Context: an optimization exercise on an open-source flow, tuned for small area and a short achievable clock period. The choices shown serve that exercise and are no tape-out recipe.
Function was checked by simulation only, so behaviour that the tests miss may differ from the original.
The flow treats the clock pin as an ideal source. Dropping or thinning the clock tree relies on that and would not hold on a real chip.
No activity file was given, so power comes from the tool's default toggle rates.

==> flow/design.v <==
module log2 #(
  parameter int FRAC_W = 5,
  parameter int MANT_W = 16
) (
  input  logic              clk,
  input  logic              rst_n,
  input  logic [7:0]        x,
  input  logic              validx,
  output logic [FRAC_W+2:0] y,
  output logic              validy
);
  logic [9:0] nrm;
  logic a20, a21, a22, a24, a25, a26, a27, a28, a29, a31;
  logic a32, a33, a34, a35, a36, a37, a38, a39, a41, a42;
  logic a43, a44, a45, a46, a47, a49, a50, a51, a52, a54;
  logic a55, a56, a57, a58, a59, a60, a61, a62, a63, a64;
  logic a66, a67, a68, a69, a70, a71, a73, a74, a75, a77;
  logic a78;
  assign nrm[0] = x[0] & x[7];
  assign a20 = x[6] & ~x[7];
  assign a21 = x[0] & a20;
  assign a22 = x[1] & x[7];
  assign nrm[1] = a21 | a22;
  assign a24 = ~x[6] & ~x[7];
  assign a25 = x[5] & a24;
  assign a26 = x[0] & a25;
  assign a27 = x[1] & a20;
  assign a28 = x[2] & x[7];
  assign a29 = ~a27 & ~a28;
  assign nrm[2] = a26 | ~a29;
  assign a31 = x[1] & a25;
  assign a32 = ~x[5] & ~x[7];
  assign a33 = x[0] & ~x[6];
  assign a34 = x[4] & a33;
  assign a35 = a32 & a34;
  assign a36 = x[2] & a20;
  assign a37 = x[3] & x[7];
  assign a38 = ~a36 & ~a37;
  assign a39 = ~a35 & a38;
  assign nrm[3] = a31 | ~a39;
  assign a41 = x[1] & ~x[5];
  assign a42 = ~x[7] & ~a41;
  assign a43 = x[4] & ~a20;
  assign a44 = ~a42 & a43;
  assign a45 = x[3] & a20;
  assign a46 = ~a44 & ~a45;
  assign a47 = ~x[4] & ~x[5];
  assign nrm[9] = ~a24 | ~a47;
  assign a49 = x[0] & x[3];
  assign a50 = ~nrm[9] & a49;
  assign a51 = x[2] & a25;
  assign a52 = ~a50 & ~a51;
  assign nrm[4] = ~a46 | ~a52;
  assign a54 = x[2] & a32;
  assign a55 = ~a20 & ~a54;
  assign a56 = ~x[3] & a33;
  assign a57 = ~x[4] & ~a56;
  assign a58 = ~a55 & ~a57;
  assign a59 = x[1] & ~x[4];
  assign a60 = a24 & a59;
  assign a61 = ~x[5] & ~a60;
  assign a62 = x[3] & ~x[6];
  assign a63 = ~x[7] & ~a62;
  assign a64 = ~a61 & ~a63;
  assign nrm[5] = a58 | a64;
  assign a66 = a32 & a56;
  assign a67 = x[4] & ~x[7];
  assign a68 = ~x[6] & ~a67;
  assign a69 = ~a54 & a68;
  assign a70 = ~a66 & a69;
  assign a71 = a61 & a63;
  assign nrm[6] = ~a70 & ~a71;
  assign a73 = a32 & ~a59;
  assign a74 = a55 & ~a73;
  assign a75 = x[3] & ~nrm[9];
  assign nrm[7] = a74 | a75;
  assign a77 = ~x[2] & ~x[3];
  assign a78 = a47 & ~a77;
  assign nrm[8] = ~a24 | a78;
  localparam logic [6:0] MINV = 7'b0000000;
  logic [2:0] e_q;
  logic [6:0] m_q;
  logic       v_q;
  always_ff @(posedge clk) begin
    e_q <= nrm[9:7];
    m_q <= nrm[6:0] ^ MINV;
    v_q <= rst_n & validx;
  end
  logic [4:0] f;
  logic [6:0] m;
  assign m = m_q ^ MINV;
  logic b13, b14, b15, b16, b17, b18, b19, b20, b21, b22;
  logic b23, b24, b25, b26, b27, b28, b29, b30, b31, b32;
  logic b33, b34, b35, b36, b37, b38, b39, b40, b41, b42;
  logic b43, b44, b45, b46, b47, b48, b49, b50, b51, b52;
  logic b53, b54, b55, b56, b57, b59, b60, b61, b62, b63;
  logic b64, b65, b67, b68, b70, b71;
  assign b13 = ~m[1] & ~m[2];
  assign b14 = ~m[0] & b13;
  assign b15 = m[5] & m[6];
  assign b16 = m[3] & ~b15;
  assign b17 = ~b14 & b16;
  assign b18 = m[0] & m[1];
  assign b19 = m[4] & m[6];
  assign b20 = ~m[4] & ~m[6];
  assign b21 = ~b19 & ~b20;
  assign b22 = ~b18 & ~b21;
  assign b23 = ~m[5] & ~m[6];
  assign b24 = b22 & b23;
  assign b25 = m[2] & ~b24;
  assign b26 = ~m[1] & ~m[4];
  assign b27 = ~b19 & ~b23;
  assign b28 = ~b26 & b27;
  assign b29 = ~b25 & ~b28;
  assign b30 = b17 & ~b29;
  assign b31 = ~b15 & ~b23;
  assign b32 = m[1] & b31;
  assign b33 = ~m[3] & ~b32;
  assign b34 = m[0] & ~b15;
  assign b35 = ~m[1] & ~b34;
  assign b36 = b21 & ~b35;
  assign b37 = ~b31 & ~b36;
  assign b38 = m[2] & ~b37;
  assign b39 = b33 & ~b38;
  assign b40 = ~b30 & ~b39;
  assign b41 = m[0] & b21;
  assign b42 = b15 & ~b41;
  assign b43 = m[3] & ~b42;
  assign b44 = ~b37 & b43;
  assign b45 = m[2] & ~b19;
  assign b46 = ~b33 & b45;
  assign b47 = ~b44 & ~b46;
  assign b48 = ~b23 & ~b42;
  assign b49 = ~b13 & b21;
  assign b50 = ~b48 & ~b49;
  assign b51 = ~b40 & b50;
  assign b52 = b47 & ~b51;
  assign b53 = m[3] & ~m[5];
  assign b54 = ~b41 & b53;
  assign b55 = m[1] & m[2];
  assign b56 = ~b54 & b55;
  assign b57 = ~b40 & b56;
  assign f[1] = b52 | b57;
  assign b59 = ~b40 & f[1];
  assign b60 = b40 & ~b52;
  assign b61 = ~m[3] & b15;
  assign b62 = ~m[2] & ~b61;
  assign b63 = ~b17 & b62;
  assign b64 = b22 & b63;
  assign b65 = ~b60 & ~b64;
  assign f[0] = ~b59 & b65;
  assign b67 = m[4] & ~b47;
  assign b68 = ~m[4] & b47;
  assign f[2] = ~b67 & ~b68;
  assign b70 = m[5] & b67;
  assign b71 = ~m[5] & ~b67;
  assign f[3] = ~b70 & ~b71;
  assign f[4] = m[6] | b70;
  always_ff @(posedge clk) begin
    y      <= {e_q, f};
    validy <= rst_n & v_q;
  end
endmodule
clock: 7.0 ns
lec_check: 0
cap_margin: 20
core_area: 2 2 62 62
die_area: 0 0 64 64
place_density: 0.6
setup_slack_margin: 4.7
slew_margin: 20
standard.sh (not shown) runs the stock make flow with config.mk's settings and CLKGATE_MAP_FILE= SYNTH_SCRIPT=/design/flow/synth_recipe.tcl, a recipe that flattens the netlist after the stock synthesis.
==> flow/flow/run.sh <==
#!/bin/bash
# Layout flow: the standard ORFS flow (standard.sh), with these changes:
#  - synthesis is the standard flow's own script (synth_recipe.tcl), except for its final
#    ABC mapping call: the logic feeding the first-stage registers (the input
#    cone of wire nrm, on the paths from the inputs) is mapped first with
#    flow/abc_stage1.script (delay-driven mapping and sizing), then the rest
#    with flow/abc_map.script (area mapping, sized to a looser delay target);
#    Yosys's own quick ABC pass inside synth is skipped (SYNTH_ARGS -noabc)
#    so that this mapping starts from the RTL's AND/inverter network, and the
#    half/full-adder extraction is left out (ADDER_MAP_FILE empty);
#  - the port buffers that global placement inserts are buf_1 cells;
#  - after CTS, flow/clock_one_buffer.tcl replaces the clock tree with one
#    clock buffer driving all the registers (there are only 20), and gives
#    the input ports' buffers the cell INPUT_BUF_CELL when that is set.
# Each step's full output goes to a log file in this folder (synth.log,
# layout.log), and ORFS's own per-step logs stay under orfs/logs/.
set -euo pipefail
W=$PWD
F=$W/flow

# Synthesis script: synth_recipe.tcl with the abc call redirected.
{
  head -n 1 synth_recipe.tcl
  cat <<TCL
proc abc {args} {
  set i [lsearch -exact \$args -script]
  if {[file exists {$F/abc_stage1.script}]} {
    # The logic feeding the first-stage registers (the cone of wire nrm)
    # is mapped first, with its own script.
    set a1 \$args
    lset a1 [expr {\$i + 1}] {$F/abc_stage1.script}
    yosys abc {*}\$a1 w:nrm %ci*
  }
  lset args [expr {\$i + 1}] {$F/abc_map.script}
  yosys abc {*}\$args
}
TCL
  tail -n +2 synth_recipe.tcl
} > own_synth.tcl

VARS=(
  "SYNTH_SCRIPT=$W/own_synth.tcl"
  "BUFFER_PORTS_ARGS=-buffer_cell sky130_fd_sc_hd__buf_1"
  "ADDER_MAP_FILE="
  "SYNTH_ARGS=-noabc"
  "POST_CTS_TCL=$F/clock_one_buffer.tcl"
  "CLOCK_ONE_BUFFER_CELL=sky130_fd_sc_hd__clkbuf_8"
  "INPUT_BUF_CELL=sky130_fd_sc_hd__buf_2"
)
bash standard.sh "${VARS[@]}" synth > synth.log 2>&1
bash standard.sh "${VARS[@]}" finish > layout.log 2>&1
==> flow/flow/abc_map.script <==
strash
amap
topo
buffer -p
upsize -D 1700
dnsize -D 1700
Other scripts of this flow, unchanged in this note and not shown: flow/flow/abc_stage1.script, flow/flow/clock_one_buffer.tcl
The baseline produced a clean layout.
Next try:
==> flow/flow/abc_map.script (replaced) <==
strash
amap
topo
buffer -p
upsize -D 1580
dnsize -D 1580
After rerunning:
- area after synthesis is unchanged
- clock skew is about the same
- power drops by 0.58%
- first-iteration DRC count goes up by 120%
- combinational power fell by about 0.8%
- global-route usage rose by 0.10 points
- worst hold slack is about the same
- sequential power is about the same
- setup slack improved by 0.0075 ns
No run of this note takes its clock network from TritonCTS; it comes from the design's own scripts or RTL.

-- static timing again, ports no longer ideal --
The results above use ideal ports. As a check the final layouts listed here were re-extracted and re-timed, cells and wires unchanged. Step 1 (the two cells are an assumption about what drives the block):
set clk [get_ports {clk}]
set_driving_cell -lib_cell sky130_fd_sc_hd__clkbuf_16 $clk
set_driving_cell -lib_cell sky130_fd_sc_hd__buf_2 [delete_from_list [all_inputs] $clk]
Step 2 times the ports against the registers' clock, not the clock port: input delays grow and output delays shrink by t, the midpoint of the rising clock arrivals with the driver on. Three values: no drivers, after step 1, after step 2; two values: the first two.
run | t (ns) | setup slack, ns | worst hold slack (ns) | latest minus earliest clock arrival (ns) | slew at the worst register clock pin (ns)
the first run | 0.186 | 4.956 / 4.931 / 4.786 | 0.337 / 0.337 / 0.337 | 0.001 / 0.001 | 0.11 / 0.11
the second run | 0.184 | 4.963 / 4.938 / 4.805 | 0.337 / 0.337 / 0.337 | 0.001 / 0.001 | 0.10 / 0.10
After both steps every run listed still meets setup and hold. The setup slack of the first run, which loses most, moves by -0.025 ns with the drivers and by -0.170 ns with both steps.
